What follows belongs to an exercise in optimizing a design on an open flow for a short achievable clock period and few clock cycles per item; a production flow would make more cautious choices. In this exercise RTL edits were held to simulation tests only and were not proved equivalent to the original. Power is estimated from default activity; no workload was simulated.

===== flow/config.mk =====
export PLATFORM = sky130hd
export DESIGN_NAME = rv_core
export DESIGN_NICKNAME = rv_core
export VERILOG_FILES = /design/flow/design.v
export SDC_FILE = /design/flow/constraint.sdc
export NUM_CORES = 4
export LEC_CHECK = 0
export ABC_CLOCK_PERIOD_IN_PS = 2500
export CAP_MARGIN = 20
export CORE_MARGIN = 2
export CORE_UTILIZATION = 30
export PLACE_DENSITY = 0.5
export SETUP_SLACK_MARGIN = 4.0
export SLEW_MARGIN = 20

===== flow/constraint.sdc =====
create_clock -name core_clock -period 6.5 [get_ports {clk}]
set_input_delay 1.3000 -clock core_clock [delete_from_list [all_inputs] [get_ports {clk}]]
set_output_delay 1.3000 -clock core_clock [all_outputs]
set_load 0.01 [all_outputs]

===== flow/design.v =====
`default_nettype none
package rv_core_pkg;
    typedef struct packed {
        logic [6:0] funct7;
        logic [4:0] rs2;
        logic [4:0] rs1;
        logic [2:0] funct3;
        logic [4:0] rd;
        logic [6:0] opcode;
    } r_fmt_t;
    typedef struct packed {
        logic [11:0] imm_11_0;
        logic [4:0]  rs1;
        logic [2:0]  funct3;
        logic [4:0]  rd;
        logic [6:0]  opcode;
    } i_fmt_t;
    typedef struct packed {
        logic [6:0] imm_11_5;
        logic [4:0] rs2;
        logic [4:0] rs1;
        logic [2:0] funct3;
        logic [4:0] imm_4_0;
        logic [6:0] opcode;
    } s_fmt_t;
    typedef struct packed {
        logic       imm_12;
        logic [5:0] imm_10_5;
        logic [4:0] rs2;
        logic [4:0] rs1;
        logic [2:0] funct3;
        logic [3:0] imm_4_1;
        logic       imm_11;
        logic [6:0] opcode;
    } b_fmt_t;
    typedef struct packed {
        logic [32-1:12] imm_31_12;
        logic [4:0]           rd;
        logic [6:0]           opcode;
    } u_fmt_t;
    typedef struct packed {
        logic       imm_20;
        logic [9:0] imm_10_1;
        logic       imm_11;
        logic [7:0] imm_19_12;
        logic [4:0] rd;
        logic [6:0] opcode;
    } j_fmt_t;
    typedef union packed {
        r_fmt_t r_fmt;
        i_fmt_t i_fmt;
        s_fmt_t s_fmt;
        b_fmt_t b_fmt;
        u_fmt_t u_fmt;
        j_fmt_t j_fmt;
    } instr_u;
    typedef enum logic [3:0] {
        ALU_ADD, ALU_SUB, ALU_AND, ALU_OR, ALU_XOR,
        ALU_SLL, ALU_SRL, ALU_SRA, ALU_SLT, ALU_SLTU
    } alu_op_e;
    typedef enum logic [3:0] {
        BR_NONE, BR_EQ, BR_NE, BR_LT, BR_GE,
        BR_LTU, BR_GEU, BR_JAL, BR_JALR
    } br_cond_e;
    typedef enum logic [1:0] {
        SRC_A_RS1, SRC_A_PC, SRC_A_ZERO
    } src_a_e;
    typedef enum logic {
        SRC_B_RS2, SRC_B_IMM
    } src_b_e;
endpackage
`default_nettype wire
`timescale 1ns/1ps
`default_nettype none
module rv_core (
    input  wire logic                clk,
    input  wire logic                rst_n_i,
    output logic      [32-1:0] imem_addr_o,
    input  wire logic [32-1:0] imem_data_i,
    output logic                     retire_valid_o,
    output logic      [32-1:0] retire_pc_o,
    output logic               [4:0] retire_rd_o,
    output logic      [32-1:0] retire_data_o
);
    logic [31:0] pc_q;
    logic        f_valid, f_kill, f_pred;
    logic [31:0] f_pc, f_ir;
    logic [31:1] f_sel1, f_sel2;     
    logic        f_fwd1, f_fwd2;     
    logic        f_byp1, f_byp2;     
    logic        e_valid, e_kill, e_is_jalr, e_br;
    logic  [5:0] e_mc0, e_mc1, e_mc2;
    logic        e_wc;      
    logic        e_skip1;   
    logic [31:0] e_pc, e_pc4, e_tgt, e_const;
    logic        e_lf1, e_lf2;    
    logic [31:0] e_p, e_g;    
    logic        e_cin;       
    logic [31:0] e_x, e_y;    
    logic [31:0] e_sh;        
    logic  [4:0] e_shamt;
    logic        e_sel_add, e_sel_and, e_sel_or, e_sel_xor, e_sel_sll,
                 e_sel_srl, e_sra, e_sel_slt, e_sel_sltu, e_sel_const, e_is_const;
    logic  [4:0] e_rd;    
    logic        w_valid;
    logic [31:0] w_pc, w_data;
    logic [31:0] w_fwd;     
    logic  [4:0] w_rd;
    logic [31:1] w_sel;   
    logic [31:0] regs_q [1:31];
    logic [31:1] reg_ok;   
    logic [31:0] in_w;
    logic [4:0]  in_rs1, in_rs2;
    logic        in_jal, in_br, in_uses1, in_uses2, in_st;
    logic [31:0] in_tgt_j, in_tgt_b, in_pc4, in_auipc;
    logic [31:0] f_tgt_b, f_pc4;
    logic [31:0] f_auipc;     
    logic        f_is_u;      
    logic        f_is_lui;
    assign imem_addr_o = pc_q;
    assign in_w     = imem_data_i;
    assign in_rs1   = in_w[19:15];
    assign in_rs2   = in_w[24:20];
    assign in_jal   = in_w[6:0] == 7'b1101111;
    assign in_br    = in_w[6:0] == 7'b1100011;
    assign in_uses1 = in_w[6:0] == 7'b0110011 || in_w[6:0] == 7'b0010011 || in_br
                      || in_w[6:0] == 7'b1100111;
    assign in_uses2 = in_w[6:0] == 7'b0110011 || in_br;
    assign in_st    = in_jal || (in_br && in_w[31]);
    rv_add32 add_in_j (.a(pc_q), .b({{12{in_w[31]}}, in_w[19:12], in_w[20], in_w[30:21], 1'b0}),
                       .cin(1'b0), .s(in_tgt_j));
    rv_add32 add_in_b (.a(pc_q), .b({{20{in_w[31]}}, in_w[7], in_w[30:25], in_w[11:8], 1'b0}),
                       .cin(1'b0), .s(in_tgt_b));
    rv_add32 add_in_u (.a(pc_q), .b({in_w[31:12], 12'b0}), .cin(1'b0), .s(in_auipc));
    rv_inc30 inc_pc (.a(pc_q[31:2]), .s(in_pc4[31:2]));
    assign in_pc4[1:0] = pc_q[1:0];
    logic        d_valid;
    logic [6:0]  d_op;
    logic [2:0]  d_f3;
    logic [4:0]  d_rs1, d_rs2, d_rd, d_rd_eff;
    logic [31:0] imm_i, imm_u, imm_b;
    logic        d_is_op, d_is_opi, d_is_alu, d_is_lui, d_is_auipc, d_is_jal, d_is_jalr,
                 d_is_br, d_wen, d_redirect, d_jalr_early, d_pred;
    logic [31:0] d_tgt_b, d_tgt_r, d_pc4;
    logic [31:0] rd1, rd2, d_rs1v, d_rs2v, d_rs2_or_imm;
    logic [4:0]  e_rd_eff;
    assign d_valid = f_valid && !f_kill;
    assign d_op  = f_ir[6:0];
    assign d_f3  = f_ir[14:12];
    assign d_rs1 = f_ir[19:15];
    assign d_rs2 = f_ir[24:20];
    assign d_rd  = f_ir[11:7];
    assign imm_i = {{20{f_ir[31]}}, f_ir[31:20]};
    assign imm_u = {f_ir[31:12], 12'b0};
    assign imm_b = {{20{f_ir[31]}}, f_ir[7], f_ir[30:25], f_ir[11:8], 1'b0};
    assign d_is_op    = d_op == 7'b0110011;
    assign d_is_opi   = d_op == 7'b0010011;
    assign d_is_alu   = d_is_op | d_is_opi;
    assign d_is_lui   = d_op == 7'b0110111;
    assign d_is_auipc = d_op == 7'b0010111;
    assign d_is_jal   = d_op == 7'b1101111;
    assign d_is_jalr  = d_op == 7'b1100111;
    assign d_is_br    = d_op == 7'b1100011;
    assign d_wen      = (d_is_alu | d_is_lui | d_is_auipc | d_is_jal | d_is_jalr)
                        && d_rd != 5'd0;
    assign d_rd_eff   = (d_valid && d_wen) ? d_rd : 5'd0;
    assign e_rd_eff = e_kill ? 5'd0 : e_rd;
    logic        in_jr_ok;
    logic [31:0] in_tgt_r;
    assign in_jr_ok = in_w[6:0] == 7'b1100111 && d_valid && f_is_u && d_rd == in_rs1;
    rv_add32 add_in_r (.a(f_is_lui ? imm_u : f_auipc), .b({{20{in_w[31]}}, in_w[31:20]}),
                       .cin(1'b0), .s(in_tgt_r));
    assign d_jalr_early = d_is_jalr && !f_pred && e_is_const && f_fwd1 && !e_kill;
    assign d_redirect   = d_valid && d_jalr_early && !stall;
    assign d_pred       = f_pred || d_jalr_early;
    logic [31:0] d_tgt_r_sum;
    assign d_tgt_b  = f_tgt_b;
    rv_add32 add_d_r (.a(e_const), .b(imm_i), .cin(1'b0), .s(d_tgt_r_sum));
    assign d_tgt_r  = {d_tgt_r_sum[31:1], 1'b0};
    assign d_pc4    = f_pc4;
    always_comb begin
        rd1 = '0;
        rd2 = '0;
        for (int i = 1; i < 32; i++) begin
            rd1 = rd1 | ({32{f_sel1[i]}} & regs_q[i]);
            rd2 = rd2 | ({32{f_sel2[i]}} & regs_q[i]);
        end
    end
    assign d_rs1v = f_byp1 ? w_fwd : rd1;
    assign d_rs2v = f_byp2 ? w_fwd : rd2;
    assign d_rs2_or_imm = (d_is_op || d_is_br) ? d_rs2v : imm_i;
    logic [31:0] sum, shl, shr, result;
    logic        mispredict;
    logic [31:0] e_redirect_pc;
    rv_pg_add32 add_e_sum (.p(e_p), .g(e_g), .cin(e_cin), .s(sum));
    logic eq0, lt0, ltu0, eq1, lt1, ltu1, eq2, lt2, ltu2;
    rv_cmp32 cmp_e0 (.a(e_x),    .b(e_y),    .eq(eq0), .lt(lt0), .ltu(ltu0));
    rv_cmp32 cmp_e1 (.a(w_fwd),  .b(e_y),    .eq(eq1), .lt(lt1), .ltu(ltu1));
    rv_cmp32 cmp_e2 (.a(e_x),    .b(w_fwd),  .eq(eq2), .lt(lt2), .ltu(ltu2));
    assign shl   = e_sh << e_shamt;
    assign shr   = 32'($signed({e_sra & e_sh[31], e_sh}) >>> e_shamt);
    assign result = ({32{e_sel_add}}  & sum)
                  | ({32{e_sel_and}}  & e_g)
                  | ({32{e_sel_or}}   & (e_g | e_p))
                  | ({32{e_sel_xor}}  & e_p)
                  | ({32{e_sel_sll}}  & shl)
                  | ({32{e_sel_srl}}  & shr)
                  | {31'd0, (e_sel_slt & lt0) | (e_sel_sltu & ltu0)}
                  | ({32{e_sel_const}} & e_const);
    logic wrong, skip_ok;
    function automatic logic wr(input logic [5:0] m, input logic e, input logic l,
                                input logic lu);
        wr = (m[5] & e) | (m[4] & !e) | (m[3] & l) | (m[2] & !l) | (m[1] & lu) | (m[0] & !lu);
    endfunction
    assign wrong      = wr(e_mc0, eq0, lt0, ltu0) | wr(e_mc1, eq1, lt1, ltu1)
                      | wr(e_mc2, eq2, lt2, ltu2) | e_wc;
    assign skip_ok    = e_skip1 && d_valid && !f_pred && !d_redirect;
    assign mispredict = wrong & !skip_ok & !e_kill;
    logic [31:0] jalr_sum;
    logic        e_jr, j_q;
    logic [31:0] j_tgt;
    rv_add32 add_e_jalr (.a(e_x), .b(e_y), .cin(1'b0), .s(jalr_sum));
    assign e_jr          = e_is_jalr & !e_kill;
    assign e_redirect_pc = e_br ? e_tgt : e_pc4;
    logic br_live;
    logic [5:0] d_m;
    logic [2:0] bf;
    logic d_shift, d_cmp;
    logic [31:0] d_opa_n, d_opb_n;
    assign br_live = d_valid && d_is_br && imm_b != 32'd4;
    assign bf      = d_f3;
    assign d_m[5] = br_live && !stall && ((bf == 3'b000 && !d_pred) || (bf == 3'b001 && d_pred));
    assign d_m[4] = br_live && !stall && ((bf == 3'b001 && !d_pred) || (bf == 3'b000 && d_pred));
    assign d_m[3] = br_live && !stall && ((bf == 3'b100 && !d_pred) || (bf == 3'b101 && d_pred));
    assign d_m[2] = br_live && !stall && ((bf == 3'b101 && !d_pred) || (bf == 3'b100 && d_pred));
    assign d_m[1] = br_live && !stall && ((bf == 3'b110 && !d_pred) || (bf == 3'b111 && d_pred)
                                          || ((bf == 3'b010 || bf == 3'b011) && d_pred));
    assign d_m[0] = br_live && !stall && ((bf == 3'b111 && !d_pred) || (bf == 3'b110 && d_pred)
                                          || ((bf == 3'b010 || bf == 3'b011) && d_pred));
    assign d_shift = d_is_alu && (d_f3 == 3'b001 || d_f3 == 3'b101);
    assign d_cmp   = d_is_br || (d_is_alu && (d_f3 == 3'b010 || d_f3 == 3'b011));
    logic fw1, fw2, stall, d_sub, d_xuse, late1, late2;
    assign d_xuse  = d_shift || d_cmp || d_is_jalr;
    assign d_sub   = d_is_op && d_f3 == 3'b000 && f_ir[30];
    assign fw1     = f_fwd1 && !e_kill;
    assign fw2     = f_fwd2 && !e_kill;
    assign late1   = fw1 && !e_is_const;
    assign late2   = fw2 && !e_is_const;
    assign stall   = d_valid && !d_is_br && (late1 || late2);
    assign d_opa_n = fw1 ? e_const : d_rs1v;
    assign d_opb_n = fw2 ? e_const : d_rs2_or_imm;
    always_ff @(posedge clk or negedge rst_n_i) begin
        if (!rst_n_i) begin
            pc_q      <= 32'h0000_0000;
            f_valid   <= 1'b0;
            f_kill    <= 1'b0;
            e_valid   <= 1'b0;
            e_kill    <= 1'b0;
            j_q       <= 1'b0;
            e_skip1   <= 1'b0;
            e_lf1     <= 1'b0;
            e_lf2     <= 1'b0;
            e_rd      <= 5'd0;
            e_is_jalr <= 1'b0;
            e_mc0     <= '0;
            e_mc1     <= '0;
            e_mc2     <= '0;
            e_wc      <= 1'b0;
            w_valid   <= 1'b0;
            w_rd      <= 5'd0;
            w_sel     <= '0;
            reg_ok    <= '0;
        end else begin
            if (j_q)             pc_q <= j_tgt;
            else if (mispredict) pc_q <= e_redirect_pc;
            else if (stall)      pc_q <= f_pc;
            else if (d_redirect) pc_q <= d_tgt_r;
            else if (in_jr_ok)   pc_q <= {in_tgt_r[31:1], 1'b0};
            else if (in_st)      pc_q <= in_jal ? in_tgt_j : in_tgt_b;
            else                 pc_q <= in_pc4;
            f_valid <= !d_redirect && !stall && !j_q;
            f_kill  <= mispredict || e_jr;
            j_q     <= e_jr;
            e_valid   <= d_valid && !stall;
            e_kill    <= mispredict || e_jr || (wrong && skip_ok && !e_kill);
            e_skip1   <= br_live && !stall && !d_pred && imm_b == 32'd8;
            e_rd      <= stall ? 5'd0 : d_rd_eff;
            e_lf1     <= d_is_br && late1;
            e_lf2     <= d_is_br && late2;
            e_is_jalr <= d_valid && !stall && d_is_jalr && !d_jalr_early && !f_pred;
            e_mc0     <= d_m & {6{!late1 && !late2}};
            e_mc1     <= d_m & {6{late1 && !late2}};
            e_mc2     <= d_m & {6{!late1 && late2}};
            e_wc      <= late1 && late2 && (d_m[5] || d_m[2] || d_m[0]);
            w_valid <= e_valid && !e_kill;
            w_rd    <= e_rd_eff;
            for (int i = 1; i < 32; i++) w_sel[i] <= e_rd_eff == 5'(i);
            reg_ok  <= reg_ok | w_sel;
        end
    end
    always_ff @(posedge clk) begin
        f_ir    <= in_w;
        f_pc    <= pc_q;
        f_pc4   <= in_pc4;
        f_tgt_b <= in_tgt_b;
        f_auipc  <= in_auipc;
        f_is_lui <= in_w[6:0] == 7'b0110111;
        j_tgt    <= {jalr_sum[31:1], 1'b0};
        f_is_u   <= (in_w[6:0] == 7'b0110111 || in_w[6:0] == 7'b0010111) && in_w[11:7] != 5'd0;
        f_pred  <= in_st || in_jr_ok;
        for (int i = 1; i < 32; i++) begin
            f_sel1[i] <= in_rs1 == 5'(i) && (reg_ok[i] || w_sel[i]);
            f_sel2[i] <= in_rs2 == 5'(i) && (reg_ok[i] || w_sel[i]);
        end
        f_fwd1 <= d_rd_eff != 5'd0 && d_rd_eff == in_rs1 && in_uses1;
        f_fwd2 <= d_rd_eff != 5'd0 && d_rd_eff == in_rs2 && in_uses2;
        f_byp1 <= e_rd_eff != 5'd0 && e_rd_eff == in_rs1;
        f_byp2 <= e_rd_eff != 5'd0 && e_rd_eff == in_rs2;
        e_pc      <= f_pc;
        e_pc4     <= d_pc4;
        e_tgt     <= d_tgt_b;
        e_br      <= !d_pred;
        e_p       <= d_opa_n ^ d_opb_n ^ {32{d_sub}};
        e_g       <= d_opa_n & (d_opb_n ^ {32{d_sub}});
        e_cin     <= d_sub;
        e_x       <= (d_cmp || d_is_jalr) ? d_opa_n : 32'd0;
        e_y       <= (d_cmp || d_is_jalr) ? d_opb_n : 32'd0;
        e_sh      <= d_shift ? d_opa_n : 32'd0;
        e_shamt   <= d_shift ? d_opb_n[4:0] : 5'd0;
        e_const   <= d_is_lui ? imm_u : d_is_auipc ? f_auipc : d_pc4;
        e_is_const  <= d_is_lui | d_is_auipc | d_is_jal | d_is_jalr;
        e_sel_const <= d_is_lui | d_is_auipc | d_is_jal | d_is_jalr;
        e_sel_add <= d_is_alu && d_f3 == 3'b000;
        e_sel_sll <= d_is_alu && d_f3 == 3'b001;
        e_sel_slt <= d_is_alu && d_f3 == 3'b010;
        e_sel_sltu<= d_is_alu && d_f3 == 3'b011;
        e_sel_xor <= d_is_alu && d_f3 == 3'b100;
        e_sel_srl <= d_is_alu && d_f3 == 3'b101;
        e_sra     <= f_ir[30];
        e_sel_or  <= d_is_alu && d_f3 == 3'b110;
        e_sel_and <= d_is_alu && d_f3 == 3'b111;
        w_pc   <= e_pc;
        w_data <= (e_rd != 5'd0) ? result : 32'd0;
        w_fwd  <= result;
        for (int i = 1; i < 32; i++) if (w_sel[i]) regs_q[i] <= w_data;
    end
    assign retire_valid_o = w_valid;
    assign retire_pc_o    = w_pc;
    assign retire_rd_o    = w_rd;
    assign retire_data_o  = w_data;
endmodule
module rv_add32 (
    input  wire logic [31:0] a,
    input  wire logic [31:0] b,
    input  wire logic        cin,
    output logic      [31:0] s
);
    logic [31:0] g, p, p0;
    always_comb begin
        p0 = a ^ b;
        g  = a & b;
        p  = p0;
        g[0] = g[0] | (p[0] & cin);
        for (int k = 1; k < 32; k = k * 2) begin
            for (int i = 31; i >= k; i--) begin
                g[i] = g[i] | (p[i] & g[i-k]);
                p[i] = p[i] & p[i-k];
            end
        end
        s = p0 ^ {g[30:0], cin};
    end
endmodule
module rv_pg_add32 (
    input  wire logic [31:0] p,
    input  wire logic [31:0] g,
    input  wire logic        cin,
    output logic      [31:0] s
);
    logic [31:0] gg, pp;
    always_comb begin
        gg = g;
        pp = p;
        gg[0] = g[0] | (p[0] & cin);
        for (int k = 1; k < 32; k = k * 2) begin
            for (int i = 31; i >= k; i--) begin
                gg[i] = gg[i] | (pp[i] & gg[i-k]);
                pp[i] = pp[i] & pp[i-k];
            end
        end
    end
    assign s = p ^ {gg[30:0], cin};
endmodule
module rv_inc30 (
    input  wire logic [29:0] a,
    output logic      [29:0] s
);
    logic [29:0] c;    
    always_comb begin
        c = {a[28:0], 1'b1};
        for (int k = 1; k < 30; k = k * 2) begin
            for (int i = 29; i >= k; i--) begin
                c[i] = c[i] & c[i-k];
            end
        end
    end
    assign s = a ^ c;
endmodule
module rv_cmp32 (
    input  wire logic [31:0] a,
    input  wire logic [31:0] b,
    output logic             eq,
    output logic             lt,
    output logic             ltu
);
    logic [31:0] l, e;
    always_comb begin
        l = ~a & b;
        e = ~(a ^ b);
        l[31] = 1'b0;
        e[31] = 1'b1;
        for (int k = 1; k < 32; k = k * 2) begin
            for (int i = 0; i + k < 32; i += 2 * k) begin
                l[i] = l[i+k] | (e[i+k] & l[i]);
                e[i] = e[i+k] & e[i];
            end
        end
    end
    assign eq  = (a == b);
    assign ltu = (a[31] == b[31]) ? l[0] : b[31];
    assign lt  = (a[31] == b[31]) ? l[0] : a[31];
endmodule
`default_nettype wire

===== flow/flow/run.sh =====
#!/bin/bash
set -o pipefail
export BUFFER_PORTS_ARGS="-buffer_cell sky130_fd_sc_hd__buf_8"
bash standard.sh 2>&1 | tee standard.log

===== flow/standard.sh =====
#!/bin/bash
# synth_recipe.tcl (not shown) runs the flow's synth.tcl, then flattens the netlist and writes it again
# the make line also repeats each setting of config.mk as NAME=value (left out here)
make -C /OpenROAD-flow-scripts/flow DESIGN_CONFIG=/design/flow/config.mk WORK_HOME=/design/flow/orfs CLKGATE_MAP_FILE= SYNTH_SCRIPT=/design/flow/synth_recipe.tcl "${@:-finish}"

==> run summary, run 1 <==
- Post-synth top flop: edfxtp_1
- Syn. warnings: 6
- Number of remaining DRC errors: 0
- Ratio of cells with drive above 1 in the final layout: 0.336
- Wire per inst: 38.5 µm
- R2R Setup Slk: 2.89 ns
- Initial antenna violation count: 19
- First-pass GRT wire length: 586 mm
- Final-report setup violation count: 0
- Sw Share: 0.320
- Max Cap Viol: 0
- Starting density of the core: 0.302
- Worst setup path start: w_fwd[17]
- DP HPWL: 257 mm
- Buffers & Inverters on Critical Path: 4
- GRT Total Usage: 0.311
- Leakage: 41.0 nW
- Die area: 0.271 mm²
- Reg2Reg Capture Point: pc_q[24]
- Fin Setup TNS: 0 ns
- RSZ-0062 raised after global routing: true
- Max-slew violations: 0
- Family with the most delay on the worst path: compound AO/OA/AOI/OAI gates
- Pin count of the biggest net entering global routing: 72
- Required time worst endpoint: 7.24 ns
- Setup crit start kind: flop
- Most frequent cells in the layout: edfxtp_1, buf_4, dfxtp_1
- Seq/Total Area, Yosys: 0.573
- Final instance area: 0.111 mm²
- Reg with most FFs: regs_q
- Initial DRC Count: 13800
- DR pass1 iterations: 11
- CP max stage delay: 0.55 ns
- NetSw: 0.0108 W
- Mean cell area of the mapped netlist: 11.5 µm²
- Status: complete, no violations
- Core area: 0.265 mm²
- Sink Count: 1766
- CTS tree: done
- Via density: 6.48
- Via Count: 74600
- Crit-path cells: inv_1, ha_1, nand3_1, nand2_1, a31oi_4, o211ai_1, or4_1, a22oi_2, buf_6, a31oi_4, or2_4, buf_12, buf_4, a221oi_2, a31oi_1
- Async SR Flop Fraction: 0.0742
- Hold Crit Class: flop to flop
- Peak Freq: 277 MHz
- Synthesized flop and latch total: 1766
- VDD IR max: 296 µV
- Int Pwr: 0.0228 W
- CTS buffer count: 188
- Combinational group share of total power: 0.241
- Levels on crit path: 15
- Worst-path clk slew: 0.07 ns
- H-tree depth: 4
- Mapped Cells: 6950
- Commonest non-fill, non-tap cell in the layout: edfxtp_1
- Worst-margin pin slew: 1.33 ns
- Fin util: 0.418
- Clock Latency Late Sink: 0.90 ns
- Worst-case reg-to-reg path depth: 15
- CP dominant cell by count: a31oi_4
- Slowest CP cell: or4_1
- WS Path Type: flop to flop
- Routed Antenna Nets: 0
- Max reg flops: 992
- Root Buffer: clkbuf_16
- Reg-to-reg startpoint: w_fwd[17]
- DP Area: 0.0879 mm²
- # port buffers: 135
- Final hold violations: 0
- Nets: 8069
- Post-route clock period utilization: 0.555
- Die Ht: 521 µm
- CP Capture Point: pc_q[24]
- Synth-to-Final Area Change: 38.5%
- Die X: 521 µm
- Crit path max fanout: 11
- Synth Cell Area: 0.0801 mm²
- Seq pwr share: 0.421
- Vias in the first global route: 69600
- Placer's final routability congestion estimate: 0.957
- EDFF count, synth: 992
- WL final: 443 mm
- Congestion Overflow GR: 0
- Fin crit period: 3.61 ns
- Ports: 136
- Clock Path Buffers: 3
- Power Density: 303 mW/mm²
- Critical Path Sink Type: flop
- Synth unique cells: 90
- Crit path DAT: 4.35 ns
- Max_slew headroom: 0.117
- Clock power share: 0.338
- Worst clock skew: 0.0900 ns
- Site Rows: 189
metrics by stage:
stage	setup slack, ns	power, W	instances	hold WS (ns)
after global placement	2.01	0.0208	10400	0.312
after global routing	2.84	0.0346	11500	0.325
after detailed placement	2.07	0.0209	10400	0.312
final	2.89	0.0336	11500	0.324
after floorplan	2.84	0.0179	6950	0.310
after CTS	3.02	0.0331	11300	0.325
synth_stat cells, types with 45 or more instances:
cell | count | area [µm²]
a21o_1 | 72 | 541
o32ai_1 | 45 | 394
o21ai_0 | 271 | 1360
a211oi_1 | 58 | 435
nand2b_1 | 56 | 350
a21oi_1 | 337 | 1690
clkbuf_1 | 362 | 1360
nor4_1 | 45 | 282
inv_1 | 203 | 762
edfxtp_1 | 992 | 29800
a22oi_1 | 462 | 3470
xor2_1 | 106 | 928
nand3_1 | 186 | 931
dfxtp_1 | 643 | 12900
nor2_1 | 498 | 1870
xnor2_1 | 156 | 1370
mux2i_1 | 136 | 1360
a221oi_1 | 284 | 2490
nand4_1 | 175 | 1090
a22o_1 | 266 | 2330
dfrtp_1 | 131 | 3280
nand2_1 | 311 | 1170
nor3_1 | 145 | 726
ha_1 | 243 | 3040
what timing repair did:
| action | in CTS | in global routing |
|---|---|---|
| buffers inserted | 455 | 197 |
| cloned | 53 | 7 |
| gates resized for setup | 1486 | 523 |
| pin swaps | 356 | 421 |
| hold buffers | 0 | 0 |
| setup endpoints to repair | 446 | 396 |
layout make-up:
cell class | instances | area [µm²]
flip-flops and latches | 1766 | 46500
well taps | 3533 | 4420
clock buffers | 263 | 5290
clock inverters | 92 | 1170
repair buffers | 1080 | 13800
fillers | 24500 | 154000
inverters | 207 | 805
diodes | 26 | 65.1
multi-input cells | 4543 | 38900
worst reg2reg max path, cell delays in order (launching register included):
cell,delay (ns)
dfxtp_4,0.41
inv_1,0.10
ha_1,0.33
nand3_1,0.09
nand2_1,0.09
a31oi_4,0.19
o211ai_1,0.27
or4_1,0.55
a22oi_2,0.17
buf_6,0.15
a31oi_4,0.11
or2_4,0.28
buf_12,0.15
buf_4,0.16
a221oi_2,0.29
a31oi_1,0.13
worst min path at each step:
stage | start | to | slack, ns | cells after the start
floorplan | f_tgt_b[10] | e_tgt[10] | 0.31 | 0
global placement | e_pc[19] | w_pc[19] | 0.31 | 0
detailed placement | f_tgt_b[10] | e_tgt[10] | 0.31 | 0
CTS | e_pc[5] | w_pc[5] | 0.33 | 0
global route | f_tgt_b[16] | e_tgt[16] | 0.33 | 0
finish | e_pc[5] | w_pc[5] | 0.32 | 0
layer usage:
layer,wire length (µm),vias to the layer above,part of all wire,track usage
li1,-,28900,-,-
met1,165000,36800,0.37,0.402
met2,175000,6965,0.39,0.433
met3,65800,1945,0.15,0.122
met4,36800,14,0.083,0.191
met5,426,-,0.00096,0.00123
power by group through the flow:
stage | Clock (W) | Sequential (W) | Combinational (W)
floorplan | 0 | 0.0135 | 0.00438
global placement | 0 | 0.0143 | 0.00652
detailed placement | 0 | 0.0143 | 0.00655
CTS | 0.0114 | 0.0141 | 0.00759
global route | 0.0118 | 0.0142 | 0.00859
finish | 0.0114 | 0.0141 | 0.00810
cell families (layout without fill, tap and decap cells):
| logic type | count (synthesis) | in the layout | share of synthesized area |
|---|---|---|---|
| buffers and inverters | 643 | 1642 | 0.0311 |
| multiplexers | 200 | 200 | 0.0303 |
| XOR/XNOR | 262 | 262 | 0.0286 |
| AO/OA/AOI/OAI | 2167 | 2167 | 0.196 |
| adder cells (fa/ha/maj) | 249 | 249 | 0.0394 |
| other | 0 | 26 | 0 |
| flip-flops | 1766 | 1766 | 0.573 |
| AND/OR/NAND/NOR | 1663 | 1665 | 0.101 |
Testbench counts, summed over its fixed seeds: cycles 36,544, items 32,339.
==> inputs of run 2 (changes only) <==
--- a/flow/design.v
+++ b/flow/design.v
@@ -117,6 +117,10 @@
     logic [31:0] f_auipc;     
     logic        f_is_u;      
     logic        f_is_lui;
+    logic [31:0] f_jbase;     
+    logic [31:0] f_negimm;    
+    logic        e_vaddi;     
+    logic        e_vz;        
     assign imem_addr_o = pc_q;
     assign in_w     = imem_data_i;
     assign in_rs1   = in_w[19:15];
@@ -168,11 +172,28 @@
     logic        in_jr_ok;
     logic [31:0] in_tgt_r;
     assign in_jr_ok = in_w[6:0] == 7'b1100111 && d_valid && f_is_u && d_rd == in_rs1;
-    rv_add32 add_in_r (.a(f_is_lui ? imm_u : f_auipc), .b({{20{in_w[31]}}, in_w[31:20]}),
+    rv_add32 add_in_r (.a(f_jbase), .b({{20{in_w[31]}}, in_w[31:20]}),
                        .cin(1'b0), .s(in_tgt_r));
     assign d_jalr_early = d_is_jalr && !f_pred && e_is_const && f_fwd1 && !e_kill;
-    assign d_redirect   = d_valid && d_jalr_early && !stall;
-    assign d_pred       = f_pred || d_jalr_early;
+    logic vp_a, vp_b, vp_ok, vp_taken, d_vp_redirect;
+    assign vp_a = e_rd_eff != 5'd0 && d_rs1 == e_rd_eff && d_rs2 == 5'd0;
+    assign vp_b = e_rd_eff != 5'd0 && d_rs2 == e_rd_eff && d_rs1 == 5'd0;
+    always_comb begin
+        vp_ok    = 1'b0;
+        vp_taken = 1'b0;
+        if (d_is_br && e_vaddi && (vp_a || vp_b)) begin
+            case (d_f3)
+                3'b000: begin vp_ok = 1'b1; vp_taken = e_vz;          end
+                3'b001: begin vp_ok = 1'b1; vp_taken = !e_vz;         end
+                3'b110: begin vp_ok = 1'b1; vp_taken = vp_b && !e_vz; end
+                3'b111: begin vp_ok = 1'b1; vp_taken = vp_a || e_vz;  end
+                default: ;
+            endcase
+        end
+    end
+    assign d_vp_redirect = vp_ok && (vp_taken != f_pred);
+    assign d_redirect    = d_valid && (d_jalr_early || d_vp_redirect) && !stall;
+    assign d_pred        = vp_ok ? vp_taken : (f_pred || d_jalr_early);
     logic [31:0] d_tgt_r_sum;
     assign d_tgt_b  = f_tgt_b;
     rv_add32 add_d_r (.a(e_const), .b(imm_i), .cin(1'b0), .s(d_tgt_r_sum));
@@ -261,6 +282,7 @@
             e_lf1     <= 1'b0;
             e_lf2     <= 1'b0;
             e_rd      <= 5'd0;
+            e_vaddi   <= 1'b0;
             e_is_jalr <= 1'b0;
             e_mc0     <= '0;
             e_mc1     <= '0;
@@ -274,7 +296,7 @@
             if (j_q)             pc_q <= j_tgt;
             else if (mispredict) pc_q <= e_redirect_pc;
             else if (stall)      pc_q <= f_pc;
-            else if (d_redirect) pc_q <= d_tgt_r;
+            else if (d_redirect) pc_q <= d_jalr_early ? d_tgt_r : vp_taken ? d_tgt_b : d_pc4;
             else if (in_jr_ok)   pc_q <= {in_tgt_r[31:1], 1'b0};
             else if (in_st)      pc_q <= in_jal ? in_tgt_j : in_tgt_b;
             else                 pc_q <= in_pc4;
@@ -285,6 +307,7 @@
             e_kill    <= mispredict || e_jr || (wrong && skip_ok && !e_kill);
             e_skip1   <= br_live && !stall && !d_pred && imm_b == 32'd8;
             e_rd      <= stall ? 5'd0 : d_rd_eff;
+            e_vaddi   <= d_valid && !stall && d_is_opi && d_f3 == 3'b000 && d_rd != 5'd0;
             e_lf1     <= d_is_br && late1;
             e_lf2     <= d_is_br && late2;
             e_is_jalr <= d_valid && !stall && d_is_jalr && !d_jalr_early && !f_pred;
@@ -305,6 +328,8 @@
         f_tgt_b <= in_tgt_b;
         f_auipc  <= in_auipc;
         f_is_lui <= in_w[6:0] == 7'b0110111;
+        f_jbase  <= (in_w[6:0] == 7'b0110111) ? {in_w[31:12], 12'b0} : in_auipc;
+        f_negimm <= 32'd0 - {{20{in_w[31]}}, in_w[31:20]};
         j_tgt    <= {jalr_sum[31:1], 1'b0};
         f_is_u   <= (in_w[6:0] == 7'b0110111 || in_w[6:0] == 7'b0010111) && in_w[11:7] != 5'd0;
         f_pred  <= in_st || in_jr_ok;
@@ -317,6 +342,7 @@
         f_byp1 <= e_rd_eff != 5'd0 && e_rd_eff == in_rs1;
         f_byp2 <= e_rd_eff != 5'd0 && e_rd_eff == in_rs2;
         e_pc      <= f_pc;
+        e_vz      <= d_opa_n == f_negimm;
         e_pc4     <= d_pc4;
         e_tgt     <= d_tgt_b;
         e_br      <= !d_pred;
==> run summary, run 2 <==
- Clock Path Buffers: 4
- R2R Setup Slk: 2.68 ns
- VDD IR max: 284 µV
- Via density: 6.56
- Post-synth top flop: edfxtp_1
- Root Buffer: clkbuf_16
- First-pass GRT wire length: 635 mm
- Top cells by area, synth: edfxtp_1, dfxtp_1, a22oi_1, dfrtp_1, ha_1
- Worst-path clk slew: 0.07 ns
- GR peak layer: met2
- Leakage: 43.8 nW
- Clock Latency Late Sink: 0.95 ns
- # fillers: 24900
- Routed Antenna Nets: 0
- CTS tree: done
- Sink Count: 1811
- Seq/Total Area, Yosys: 0.569
- Synthesized flop and latch total: 1811
- Site Rows: 192
- Congestion Overflow GR: 0
- Fin Setup TNS: 0 ns
- Worst clock skew: 0.116 ns
- Final instance area: 0.116 mm²
- Vias in the first global route: 73000
- Crit path max fanout: 12
- Ratio of cells with drive above 1 in the final layout: 0.361
- Critical Path Sink Type: flop
- Top cell type's share of synthesized area: 0.362
- Die area: 0.278 mm²
- Post-route clock period utilization: 0.587
- Max Cap Viol: 0
- Commonest non-fill, non-tap cell in the layout: edfxtp_1
- RSZ-0062 raised after global routing: true
- H-tree depth: 4
- Hold Crit Class: flop to flop
- Mapped Cells: 7162
- Sw Share: 0.326
- Clock power share: 0.332
- Ports: 136
- WS Path Type: flop to flop
- Max-slew violations: 0
- Mean cell area of the mapped netlist: 11.5 µm²
- Via Count: 78900
- Placer's final routability congestion estimate: 0.983
- Nets: 8539
- Int Pwr: 0.0245 W
- Max reg flops: 992
- M2 GR Usage: 0.463
- # port buffers: 135
- Setup crit start kind: flop
- Reg with most FFs: regs_q
- Wire per inst: 40.4 µm
- Power Density: 313 mW/mm²
- Register cell area after layout: 0.0475 mm²
- Multi-input logic area: 0.0409 mm²
- Synth Cell Area: 0.0823 mm²
- GR met3 Demand/Resource: 0.140
- Seq pwr share: 0.404
- Synth unique cells: 94
- Met1 GRT Util: 0.413
- EDFF count, synth: 992
- WL final: 487 mm
- Synth-to-Final Area Change: 41.5%
- Core area: 0.273 mm²
- Fin util: 0.426
- CTS buffer count: 205
- Final-report setup violation count: 0
- Commonest cells post-synth: edfxtp_1, dfxtp_1, nor2_1, a22oi_1, clkbuf_1
- Die X: 528 µm
- Required time worst endpoint: 7.23 ns
- Worst-margin pin slew: 1.29 ns
- Number of remaining DRC errors: 0
- NetSw: 0.0119 W
- Total power: 0.0364 W
- GRT Total Usage: 0.331
- Pin count of the biggest net entering global routing: 78
- Most frequent cells in the layout: edfxtp_1, buf_4, dfxtp_1
- Status: complete, no violations
- Initial DRC Count: 14500
- Die Ht: 528 µm
- Cell with the most instances after synthesis: edfxtp_1
- Combinational group share of total power: 0.263
- Async SR Flop Fraction: 0.0729
- Syn. warnings: 6
- Cell accounting for the most synthesized area: edfxtp_1
- DR pass1 iterations: 11
- Fin crit period: 3.82 ns
- DP HPWL: 293 mm
- Crit path DAT: 4.55 ns
- Final hold violations: 0
- Starting density of the core: 0.301
- Placed insts: 10700
- Peak Freq: 262 MHz
- Max_slew headroom: 0.138
- DP Area: 0.0906 mm²
- Initial antenna violation count: 37
- Final cell count without fillers: 12000
==> run 2: cell count changes after synthesis, sizes merged, moves of 25 or more <==
cell | previous run | this run
dfxtp | 643 | 687
xor2 | 106 | 144
nand2b | 56 | 89
nor2b | 43 | 73
a221oi | 284 | 313
mux2i | 136 | 164
nor2 | 498 | 526
nand3 | 186 | 161
==> run 2: critical path, cell delays in order (launching register included) <==
cell       delay, ns
dfxtp_4         0.36
buf_4           0.14
ha_4            0.28
nand4_1         0.16
nor4_4          0.44
nand3_2         0.15
mux2_4          0.31
or3_4           0.34
a2111oi_4       0.33
buf_6           0.16
nand2b_4        0.23
buf_8           0.24
nor3_1          0.08
a21oi_1         0.23
o21ai_1         0.10
==> run 2: cell type report <==
type                            instances  area share
Clock buffer                          276      0.0492
Inverter                              220     0.00730
Clock inverter                         98     0.00960
Antenna cell                           26    0.000559
Multi-Input combinational cell       4701       0.351
Tap cell                             3589      0.0386
Sequential cell                      1811       0.408
Timing Repair Buffer                 1312       0.136
==> run 2: metrics by stage <==
step,setup WS [ns],hold WS [ns]
final,2.68,0.325
after global routing,2.67,0.322
after CTS,2.82,0.327
after detailed placement,1.59,0.312
after global placement,1.48,0.313
after floorplan,2.62,0.310
==> run 2: worst paths after layout <==
path,from,endpoint,cells after the start
hold reg to reg,e_pc[2],w_pc[2],0
setup / recovery,w_fwd[20],pc_q[1],14
hold / removal,e_pc[2],w_pc[2],0
min in group asynchronous,rst_n_i,pc_q[3],1
max in group asynchronous,rst_n_i,e_kill,2
setup reg to reg,w_fwd[20],pc_q[1],14
==> run 2: power groups by stage <==
stage | Sequential, W | Clock [W] | Combinational [W]
finish | 0.0147 | 0.0121 | 0.00960
CTS | 0.0147 | 0.0121 | 0.00882
detailed placement | 0.0149 | 0 | 0.00732
global placement | 0.0150 | 0 | 0.00730
global route | 0.0148 | 0.0125 | 0.0101
floorplan | 0.0141 | 0 | 0.00476
==> run 2: layer usage <==
layer / wire length (µm) / up-vias
li1: - / 30100
met2: 195000 / 7571
met1: 175000 / 39000
met4: 41400 / 40
met5: 795 / -
met3: 74700 / 2163
==> run 2: timing repair <==
action	4_1_cts	5_1_grt
hold buffers	0	0
pin swaps	399	414
endpoints found under the setup margin	461	443
buffers inserted	638	202
cloned	50	7
gates resized for setup	1599	639
==> run 2: kinds of logic after synthesis <==
kind of cell               Yosys count  share of synthesized area
buffers and inverters              654                     0.0310
AOI/OAI and AO/OA                 2248                      0.199
and+or+nand+nor                   1665                     0.0980
DFF                               1811                      0.569
muxes                              221                     0.0304
adders and majority gates          254                     0.0392
xor gates and xnor gates           309                     0.0329
Testbench counts of run 2, summed over its fixed seeds: cycles 35,857, items 32,339.
==> inputs of run 3 (changes only) <==
--- a/flow/design.v
+++ b/flow/design.v
@@ -117,10 +117,6 @@
     logic [31:0] f_auipc;     
     logic        f_is_u;      
     logic        f_is_lui;
-    logic [31:0] f_jbase;     
-    logic [31:0] f_negimm;    
-    logic        e_vaddi;     
-    logic        e_vz;        
     assign imem_addr_o = pc_q;
     assign in_w     = imem_data_i;
     assign in_rs1   = in_w[19:15];
@@ -172,28 +168,11 @@
     logic        in_jr_ok;
     logic [31:0] in_tgt_r;
     assign in_jr_ok = in_w[6:0] == 7'b1100111 && d_valid && f_is_u && d_rd == in_rs1;
-    rv_add32 add_in_r (.a(f_jbase), .b({{20{in_w[31]}}, in_w[31:20]}),
+    rv_add32 add_in_r (.a(f_is_lui ? imm_u : f_auipc), .b({{20{in_w[31]}}, in_w[31:20]}),
                        .cin(1'b0), .s(in_tgt_r));
     assign d_jalr_early = d_is_jalr && !f_pred && e_is_const && f_fwd1 && !e_kill;
-    logic vp_a, vp_b, vp_ok, vp_taken, d_vp_redirect;
-    assign vp_a = e_rd_eff != 5'd0 && d_rs1 == e_rd_eff && d_rs2 == 5'd0;
-    assign vp_b = e_rd_eff != 5'd0 && d_rs2 == e_rd_eff && d_rs1 == 5'd0;
-    always_comb begin
-        vp_ok    = 1'b0;
-        vp_taken = 1'b0;
-        if (d_is_br && e_vaddi && (vp_a || vp_b)) begin
-            case (d_f3)
-                3'b000: begin vp_ok = 1'b1; vp_taken = e_vz;          end
-                3'b001: begin vp_ok = 1'b1; vp_taken = !e_vz;         end
-                3'b110: begin vp_ok = 1'b1; vp_taken = vp_b && !e_vz; end
-                3'b111: begin vp_ok = 1'b1; vp_taken = vp_a || e_vz;  end
-                default: ;
-            endcase
-        end
-    end
-    assign d_vp_redirect = vp_ok && (vp_taken != f_pred);
-    assign d_redirect    = d_valid && (d_jalr_early || d_vp_redirect) && !stall;
-    assign d_pred        = vp_ok ? vp_taken : (f_pred || d_jalr_early);
+    assign d_redirect   = d_valid && d_jalr_early && !stall;
+    assign d_pred       = f_pred || d_jalr_early;
     logic [31:0] d_tgt_r_sum;
     assign d_tgt_b  = f_tgt_b;
     rv_add32 add_d_r (.a(e_const), .b(imm_i), .cin(1'b0), .s(d_tgt_r_sum));
@@ -210,31 +189,18 @@
     assign d_rs1v = f_byp1 ? w_fwd : rd1;
     assign d_rs2v = f_byp2 ? w_fwd : rd2;
     assign d_rs2_or_imm = (d_is_op || d_is_br) ? d_rs2v : imm_i;
-    logic [31:0] sum, shl, shr, result;
+    logic [31:0] result;
     logic        mispredict;
     logic [31:0] e_redirect_pc;
-    rv_pg_add32 add_e_sum (.p(e_p), .g(e_g), .cin(e_cin), .s(sum));
-    logic eq0, lt0, ltu0, eq1, lt1, ltu1, eq2, lt2, ltu2;
-    rv_cmp32 cmp_e0 (.a(e_x),    .b(e_y),    .eq(eq0), .lt(lt0), .ltu(ltu0));
-    rv_cmp32 cmp_e1 (.a(w_fwd),  .b(e_y),    .eq(eq1), .lt(lt1), .ltu(ltu1));
-    rv_cmp32 cmp_e2 (.a(e_x),    .b(w_fwd),  .eq(eq2), .lt(lt2), .ltu(ltu2));
-    assign shl   = e_sh << e_shamt;
-    assign shr   = 32'($signed({e_sra & e_sh[31], e_sh}) >>> e_shamt);
-    assign result = ({32{e_sel_add}}  & sum)
-                  | ({32{e_sel_and}}  & e_g)
-                  | ({32{e_sel_or}}   & (e_g | e_p))
-                  | ({32{e_sel_xor}}  & e_p)
-                  | ({32{e_sel_sll}}  & shl)
-                  | ({32{e_sel_srl}}  & shr)
-                  | {31'd0, (e_sel_slt & lt0) | (e_sel_sltu & ltu0)}
-                  | ({32{e_sel_const}} & e_const);
     logic wrong, skip_ok;
-    function automatic logic wr(input logic [5:0] m, input logic e, input logic l,
-                                input logic lu);
-        wr = (m[5] & e) | (m[4] & !e) | (m[3] & l) | (m[2] & !l) | (m[1] & lu) | (m[0] & !lu);
-    endfunction
-    assign wrong      = wr(e_mc0, eq0, lt0, ltu0) | wr(e_mc1, eq1, lt1, ltu1)
-                      | wr(e_mc2, eq2, lt2, ltu2) | e_wc;
+    logic lt0, ltu0;
+    rv_brcheck brc (.x(e_x), .y(e_y), .w(w_fwd), .mc0(e_mc0), .mc1(e_mc1), .mc2(e_mc2),
+                    .wc(e_wc), .wrong(wrong), .lt0(lt0), .ltu0(ltu0));
+    rv_alu alu (.p(e_p), .g(e_g), .cin(e_cin), .sh(e_sh), .shamt(e_shamt), .sra(e_sra),
+                .lt(lt0), .ltu(ltu0), .cst(e_const), .sel_add(e_sel_add), .sel_and(e_sel_and),
+                .sel_or(e_sel_or), .sel_xor(e_sel_xor), .sel_sll(e_sel_sll), .sel_srl(e_sel_srl),
+                .sel_slt(e_sel_slt), .sel_sltu(e_sel_sltu), .sel_const(e_sel_const),
+                .result(result));
     assign skip_ok    = e_skip1 && d_valid && !f_pred && !d_redirect;
     assign mispredict = wrong & !skip_ok & !e_kill;
     logic [31:0] jalr_sum;
@@ -282,7 +248,6 @@
             e_lf1     <= 1'b0;
             e_lf2     <= 1'b0;
             e_rd      <= 5'd0;
-            e_vaddi   <= 1'b0;
             e_is_jalr <= 1'b0;
             e_mc0     <= '0;
             e_mc1     <= '0;
@@ -296,7 +261,7 @@
             if (j_q)             pc_q <= j_tgt;
             else if (mispredict) pc_q <= e_redirect_pc;
             else if (stall)      pc_q <= f_pc;
-            else if (d_redirect) pc_q <= d_jalr_early ? d_tgt_r : vp_taken ? d_tgt_b : d_pc4;
+            else if (d_redirect) pc_q <= d_tgt_r;
             else if (in_jr_ok)   pc_q <= {in_tgt_r[31:1], 1'b0};
             else if (in_st)      pc_q <= in_jal ? in_tgt_j : in_tgt_b;
             else                 pc_q <= in_pc4;
@@ -307,7 +272,6 @@
             e_kill    <= mispredict || e_jr || (wrong && skip_ok && !e_kill);
             e_skip1   <= br_live && !stall && !d_pred && imm_b == 32'd8;
             e_rd      <= stall ? 5'd0 : d_rd_eff;
-            e_vaddi   <= d_valid && !stall && d_is_opi && d_f3 == 3'b000 && d_rd != 5'd0;
             e_lf1     <= d_is_br && late1;
             e_lf2     <= d_is_br && late2;
             e_is_jalr <= d_valid && !stall && d_is_jalr && !d_jalr_early && !f_pred;
@@ -328,8 +292,6 @@
         f_tgt_b <= in_tgt_b;
         f_auipc  <= in_auipc;
         f_is_lui <= in_w[6:0] == 7'b0110111;
-        f_jbase  <= (in_w[6:0] == 7'b0110111) ? {in_w[31:12], 12'b0} : in_auipc;
-        f_negimm <= 32'd0 - {{20{in_w[31]}}, in_w[31:20]};
         j_tgt    <= {jalr_sum[31:1], 1'b0};
         f_is_u   <= (in_w[6:0] == 7'b0110111 || in_w[6:0] == 7'b0010111) && in_w[11:7] != 5'd0;
         f_pred  <= in_st || in_jr_ok;
@@ -342,7 +304,6 @@
         f_byp1 <= e_rd_eff != 5'd0 && e_rd_eff == in_rs1;
         f_byp2 <= e_rd_eff != 5'd0 && e_rd_eff == in_rs2;
         e_pc      <= f_pc;
-        e_vz      <= d_opa_n == f_negimm;
         e_pc4     <= d_pc4;
         e_tgt     <= d_tgt_b;
         e_br      <= !d_pred;
@@ -375,6 +336,89 @@
     assign retire_rd_o    = w_rd;
     assign retire_data_o  = w_data;
 endmodule
+module rv_alu (
+    input  wire logic [31:0] p,
+    input  wire logic [31:0] g,
+    input  wire logic        cin,
+    input  wire logic [31:0] sh,
+    input  wire logic  [4:0] shamt,
+    input  wire logic        sra,
+    input  wire logic        lt,
+    input  wire logic        ltu,
+    input  wire logic [31:0] cst,
+    input  wire logic        sel_add,
+    input  wire logic        sel_and,
+    input  wire logic        sel_or,
+    input  wire logic        sel_xor,
+    input  wire logic        sel_sll,
+    input  wire logic        sel_srl,
+    input  wire logic        sel_slt,
+    input  wire logic        sel_sltu,
+    input  wire logic        sel_const,
+    output logic      [31:0] result
+);
+    logic [31:0] gg, pp, sum, shl, shr;
+    always_comb begin
+        gg = g;
+        pp = p;
+        gg[0] = g[0] | (p[0] & cin);
+        for (int k = 1; k < 32; k = k * 2) begin
+            for (int i = 31; i >= k; i--) begin
+                gg[i] = gg[i] | (pp[i] & gg[i-k]);
+                pp[i] = pp[i] & pp[i-k];
+            end
+        end
+    end
+    assign sum = p ^ {gg[30:0], cin};
+    assign shl = sh << shamt;
+    assign shr = 32'($signed({sra & sh[31], sh}) >>> shamt);
+    assign result = ({32{sel_add}}  & sum)
+                  | ({32{sel_and}}  & g)
+                  | ({32{sel_or}}   & (g | p))
+                  | ({32{sel_xor}}  & p)
+                  | ({32{sel_sll}}  & shl)
+                  | ({32{sel_srl}}  & shr)
+                  | {31'd0, (sel_slt & lt) | (sel_sltu & ltu)}
+                  | ({32{sel_const}} & cst);
+endmodule
+module rv_brcheck (
+    input  wire logic [31:0] x,
+    input  wire logic [31:0] y,
+    input  wire logic [31:0] w,
+    input  wire logic  [5:0] mc0,
+    input  wire logic  [5:0] mc1,
+    input  wire logic  [5:0] mc2,
+    input  wire logic        wc,
+    output logic             wrong,
+    output logic             lt0,
+    output logic             ltu0
+);
+    function automatic logic [2:0] cmp(input logic [31:0] a, input logic [31:0] b);
+        logic [31:0] l, e;
+        l = ~a & b;
+        e = ~(a ^ b);
+        l[31] = 1'b0;
+        e[31] = 1'b1;
+        for (int k = 1; k < 32; k = k * 2) begin
+            for (int i = 0; i + k < 32; i += 2 * k) begin
+                l[i] = l[i+k] | (e[i+k] & l[i]);
+                e[i] = e[i+k] & e[i];
+            end
+        end
+        cmp = {a == b, (a[31] == b[31]) ? l[0] : a[31], (a[31] == b[31]) ? l[0] : b[31]};
+    endfunction
+    function automatic logic wr(input logic [5:0] m, input logic [2:0] c);
+        wr = (m[5] & c[2]) | (m[4] & !c[2]) | (m[3] & c[1]) | (m[2] & !c[1])
+           | (m[1] & c[0]) | (m[0] & !c[0]);
+    endfunction
+    logic [2:0] c0, c1, c2;
+    assign c0    = cmp(x, y);
+    assign c1    = cmp(w, y);
+    assign c2    = cmp(x, w);
+    assign wrong = wr(mc0, c0) | wr(mc1, c1) | wr(mc2, c2) | wc;
+    assign lt0   = c0[1];
+    assign ltu0  = c0[0];
+endmodule
 module rv_add32 (
     input  wire logic [31:0] a,
     input  wire logic [31:0] b,
@@ -396,26 +440,6 @@
         s = p0 ^ {g[30:0], cin};
     end
 endmodule
-module rv_pg_add32 (
-    input  wire logic [31:0] p,
-    input  wire logic [31:0] g,
-    input  wire logic        cin,
-    output logic      [31:0] s
-);
-    logic [31:0] gg, pp;
-    always_comb begin
-        gg = g;
-        pp = p;
-        gg[0] = g[0] | (p[0] & cin);
-        for (int k = 1; k < 32; k = k * 2) begin
-            for (int i = 31; i >= k; i--) begin
-                gg[i] = gg[i] | (pp[i] & gg[i-k]);
-                pp[i] = pp[i] & pp[i-k];
-            end
-        end
-    end
-    assign s = p ^ {gg[30:0], cin};
-endmodule
 module rv_inc30 (
     input  wire logic [29:0] a,
     output logic      [29:0] s
@@ -431,28 +455,4 @@
     end
     assign s = a ^ c;
 endmodule
-module rv_cmp32 (
-    input  wire logic [31:0] a,
-    input  wire logic [31:0] b,
-    output logic             eq,
-    output logic             lt,
-    output logic             ltu
-);
-    logic [31:0] l, e;
-    always_comb begin
-        l = ~a & b;
-        e = ~(a ^ b);
-        l[31] = 1'b0;
-        e[31] = 1'b1;
-        for (int k = 1; k < 32; k = k * 2) begin
-            for (int i = 0; i + k < 32; i += 2 * k) begin
-                l[i] = l[i+k] | (e[i+k] & l[i]);
-                e[i] = e[i+k] & e[i];
-            end
-        end
-    end
-    assign eq  = (a == b);
-    assign ltu = (a[31] == b[31]) ? l[0] : b[31];
-    assign lt  = (a[31] == b[31]) ? l[0] : a[31];
-endmodule
 `default_nettype wire
--- a/flow/config.mk
+++ b/flow/config.mk
@@ -12,3 +12,5 @@
 export PLACE_DENSITY = 0.5
 export SETUP_SLACK_MARGIN = 4.0
 export SLEW_MARGIN = 20
+export SYNTH_HIERARCHICAL = 1
+export SYNTH_MINIMUM_KEEP_SIZE = 0
==> run summary, run 3 <==
- WL final: 483 mm
- Reg-to-reg startpoint: e_x[14]
- Via Count: 80700
- Required time worst endpoint: 7.16 ns
- Worst setup path start: e_x[14]
- Register cell area after layout: 0.0468 mm²
- Synth Cell Area: 0.0863 mm²
- Max_slew headroom: 0.115
- Fin crit period: 3.93 ns
- Combinational group share of total power: 0.309
- Pin count of the biggest net entering global routing: 91
- Final hold violations: 0
- CTS buffer count: 198
- Syn. warnings: 12
- Buffers & Inverters on Critical Path: 6
- Multi-input logic area: 0.0432 mm²
- Peak Freq: 254 MHz
- CP dominant cell by count: buf_6
- Worst-margin pin slew: 1.33 ns
- Seq/Total Area, Yosys: 0.536
- DP Area: 0.0941 mm²
- Most frequent cells in the layout: edfxtp_1, dfxtp_1, nand2_1
- Post-synth top flop: edfxtp_1
- DP HPWL: 288 mm
- Placer's final routability congestion estimate: 0.965
- Placed insts: 11200
- Max reg flops: 992
- Die X: 540 µm
- H-tree depth: 4
- Final cell count without fillers: 12200
- Hold_sp: f_tgt_b[0]
- Clock Latency Late Sink: 0.94 ns
- WS Path Type: flop to flop
- CTS tree: done
- Vias in the first global route: 75000
- Top cells by area, synth: edfxtp_1, dfxtp_1, ha_1, dfrtp_1, a22o_1
- NetSw: 0.0131 W
- Initial antenna violation count: 39
- Crit-path cells: inv_2, ha_4, nand4_1, buf_4, a21oi_1, o31ai_4, mux2i_1, nor4_4, o2111ai_4, or3b_4, buf_12, buf_16, buf_6, buf_6, nor2_2, a31oi_1, o211ai_1
- Max Cap Viol: 0
- Met1 GRT Util: 0.404
- Core area: 0.286 mm²
- Commonest non-fill, non-tap cell in the layout: edfxtp_1
- Fin Setup TNS: 0 ns
- Int Pwr: 0.0242 W
- Routed Antenna Nets: 0
- Site Rows: 196
- Sink Count: 1780
- Hold Crit Class: flop to flop
- Max-slew violations: 0
- EDFF count, synth: 992
- VDD IR max: 272 µV
- Die Ht: 540 µm
- Levels on crit path: 17
- Number of remaining DRC errors: 0
- Family with the most delay on the worst path: compound AO/OA/AOI/OAI gates
- Ports: 136
- DR pass1 iterations: 11
- GR peak layer: met2
- Crit path max fanout: 6
- # fillers: 26900
- Setup crit start kind: flop
- # port buffers: 135
- Clock Path Buffers: 4
- RSZ-0062 raised after global routing: true
- Root Buffer: clkbuf_16
- Ratio of cells with drive above 1 in the final layout: 0.293
- Wire per inst: 39.6 µm
- GRT Total Usage: 0.312
- CP max stage delay: 0.40 ns
- Starting density of the core: 0.302
- Final-report setup violation count: 0
- Sw Share: 0.352
- Reg2Reg Capture Point: pc_q[19]
- Initial DRC Count: 15600
- Post-route clock period utilization: 0.605
- Cell accounting for the most synthesized area: edfxtp_1
- GR met3 Demand/Resource: 0.118
- Crit path DAT: 4.59 ns
- Slowest CP cell: a21oi_1
- Mapped Cells: 7605
- Critical Path Sink Type: flop
- Worst-case reg-to-reg path depth: 17
- Worst clock skew: 0.133 ns
- Final instance area: 0.114 mm²
- Cell with the most instances after synthesis: edfxtp_1
- Die area: 0.292 mm²
- Synth unique cells: 117
- R2R Setup Slk: 2.57 ns
- Power Density: 328 mW/mm²
- Commonest cells post-synth: edfxtp_1, dfxtp_1, nor2_1, nand2_1, a21oi_1
- CP Capture Point: pc_q[19]
- Congestion Overflow GR: 0
- Mean cell area of the mapped netlist: 11.3 µm²
- Status: complete, no violations
- Reg with most FFs: regs_q
- Worst-path clk slew: 0.07 ns
- Leakage: 42.8 nW
- Via density: 6.62
- # hold bufs at CTS: 0
- Clock power share: 0.307
- Nets: 8567
- M2 GR Usage: 0.434
- Synth-to-Final Area Change: 31.8%
- First-pass GRT wire length: 635 mm
- Top cell type's share of synthesized area: 0.345
- Async SR Flop Fraction: 0.0736
- Synthesized flop and latch total: 1780
- Seq pwr share: 0.385
## run 3: cell count changes after synthesis, sizes merged, moves of 47 or more
| cell | previous run | this run |
|---|---|---|
| a21oi | 356 | 439 |
| a22o | 260 | 351 |
| a22oi | 464 | 323 |
| a31oi | 32 | 98 |
| buf | 77 | 211 |
| clkbuf | 357 | 280 |
| mux4 | 19 | 71 |
| nand2 | 317 | 441 |
| nand2b | 89 | 31 |
| nand4 | 181 | 228 |
| nor2b | 73 | 26 |
| nor3 | 125 | 213 |
| o211ai | 54 | 101 |
## run 3: kinds of logic after synthesis
group,Yosys count,synth area share
AOI/OAI and AO/OA,2457,0.210
and+or+nand+nor,1861,0.107
DFF,1780,0.536
buffers and inverters,691,0.0360
adders and majority gates,291,0.0432
xor gates and xnor gates,277,0.0281
muxes,247,0.0403
other,1,0.0000435
## run 3: final cells by class
type / instances / area share
Timing Repair Buffer: 913 / 0.104
Sequential cell: 1780 / 0.412
Clock inverter: 98 / 0.00750
Multi-Input combinational cell: 5158 / 0.380
Clock buffer: 261 / 0.0487
Antenna cell: 30 / 0.000660
Tap cell: 3762 / 0.0414
Inverter: 194 / 0.00672
## run 3: worst min path at each step
stage	to	slack [ns]	cells past startpoint
global placement	w_pc[14]	0.31	0
CTS	e_tgt[0]	0.30	0
finish	e_tgt[0]	0.31	0
floorplan	e_tgt[0]	0.31	0
global route	e_tgt[0]	0.30	0
detailed placement	w_pc[10]	0.31	0
## run 3: power groups by stage
stage / Clock (W) / Combinational (W) / Sequential, W
global placement: 0 / 0.00949 / 0.0145
CTS: 0.0114 / 0.0105 / 0.0143
finish: 0.0114 / 0.0115 / 0.0143
floorplan: 0 / 0.00626 / 0.0138
global route: 0.0119 / 0.0122 / 0.0144
detailed placement: 0 / 0.00948 / 0.0145
## run 3: repair_timing
item,4_1_cts,5_1_grt
endpoints found under the setup margin,432,395
buffers inserted,353,167
pin swaps,269,294
gates resized for setup,1127,496
endpoints found under the hold margin,0,0
gates cloned,45,14
## run 3: worst reg2reg max path: stages (launching register included)
cell and delay [ns]:
dfxtp_2 0.33, inv_2 0.06, ha_4 0.28, nand4_1 0.25
buf_4 0.24, a21oi_1 0.40, o31ai_4 0.14, mux2i_1 0.17
nor4_4 0.35, o2111ai_4 0.26, or3b_4 0.33, buf_12 0.14
buf_16 0.15, buf_6 0.13, buf_6 0.11, nor2_2 0.03
a31oi_1 0.18, o211ai_1 0.12
## run 3: stage by stage
stage / worst slack [ns] / power, W / util / hold slack (ns)
3_3_place_gp: 1.84 / 0.0240 / 0.329 / 0.312
3_5_place_dp: 1.90 / 0.0240 / 0.329 / 0.312
2_1_floorplan: 2.94 / 0.0201 / - / 0.310
6_report: 2.57 / 0.0373 / 0.398 / 0.311
4_1_cts: 2.66 / 0.0363 / 0.383 / 0.302
5_1_grt: 2.49 / 0.0384 / 0.398 / 0.304
## run 3: Yosys stat by module, one instance, submodules excluded
module	flops+latches	times used	cells
rv_add32	0	6	288
rv_alu	0	1	807
rv_brcheck	0	1	366
rv_core	1780	1	4617
rv_inc30	0	1	87
## run 3: per-layer routing
layer,vias up,routed length [µm]
met5,-,600
met4,34,38800
met3,1927,70800
met2,7381,191000
met1,40000,181000
li1,31300,-
Testbench counts of run 3, summed over its fixed seeds: cycles 36,544, items 32,339.

[re-timing with driven ports]
In the flow no input, the clock included, has a driving cell. The finished layouts below were timed again as built, in two steps.
Step 1 (the two cells are an assumption about what drives the block):
set clk [get_ports {clk}]
set_driving_cell -lib_cell sky130_fd_sc_hd__clkbuf_16 $clk
set_driving_cell -lib_cell sky130_fd_sc_hd__buf_2 [delete_from_list [all_inputs] $clk]
Step 2 moves the port delays by t, midway between the first and last clock arrival at a register: inputs arrive t later, outputs are due t later. That takes back most of the time a late clock gives input paths.
Three values: ideal ports, drivers, drivers and shift; two values: the first two.
| run | shift t [ns] | setup WS [ns] | clock arrival spread, ns | slew at the worst register clock pin (ns) | pins driven straight from the clock port |
|---|---|---|---|---|---|
| run 1 | 0.945 | 2.891 / 2.891 / 2.082 | 0.095 / 0.095 | 0.07 / 0.07 | 1 |
| run 2 | 0.994 | 2.684 / 2.684 / 1.889 | 0.118 / 0.118 | 0.07 / 0.07 | 1 |
| run 3 | 0.976 | 2.567 / 2.567 / 2.047 | 0.141 / 0.141 | 0.07 / 0.07 | 1 |
After both steps setup and hold are still met in every run listed. For run 1, which loses most, drivers alone change the setup slack by 0.000 ns; drivers and shift together by -0.809 ns.
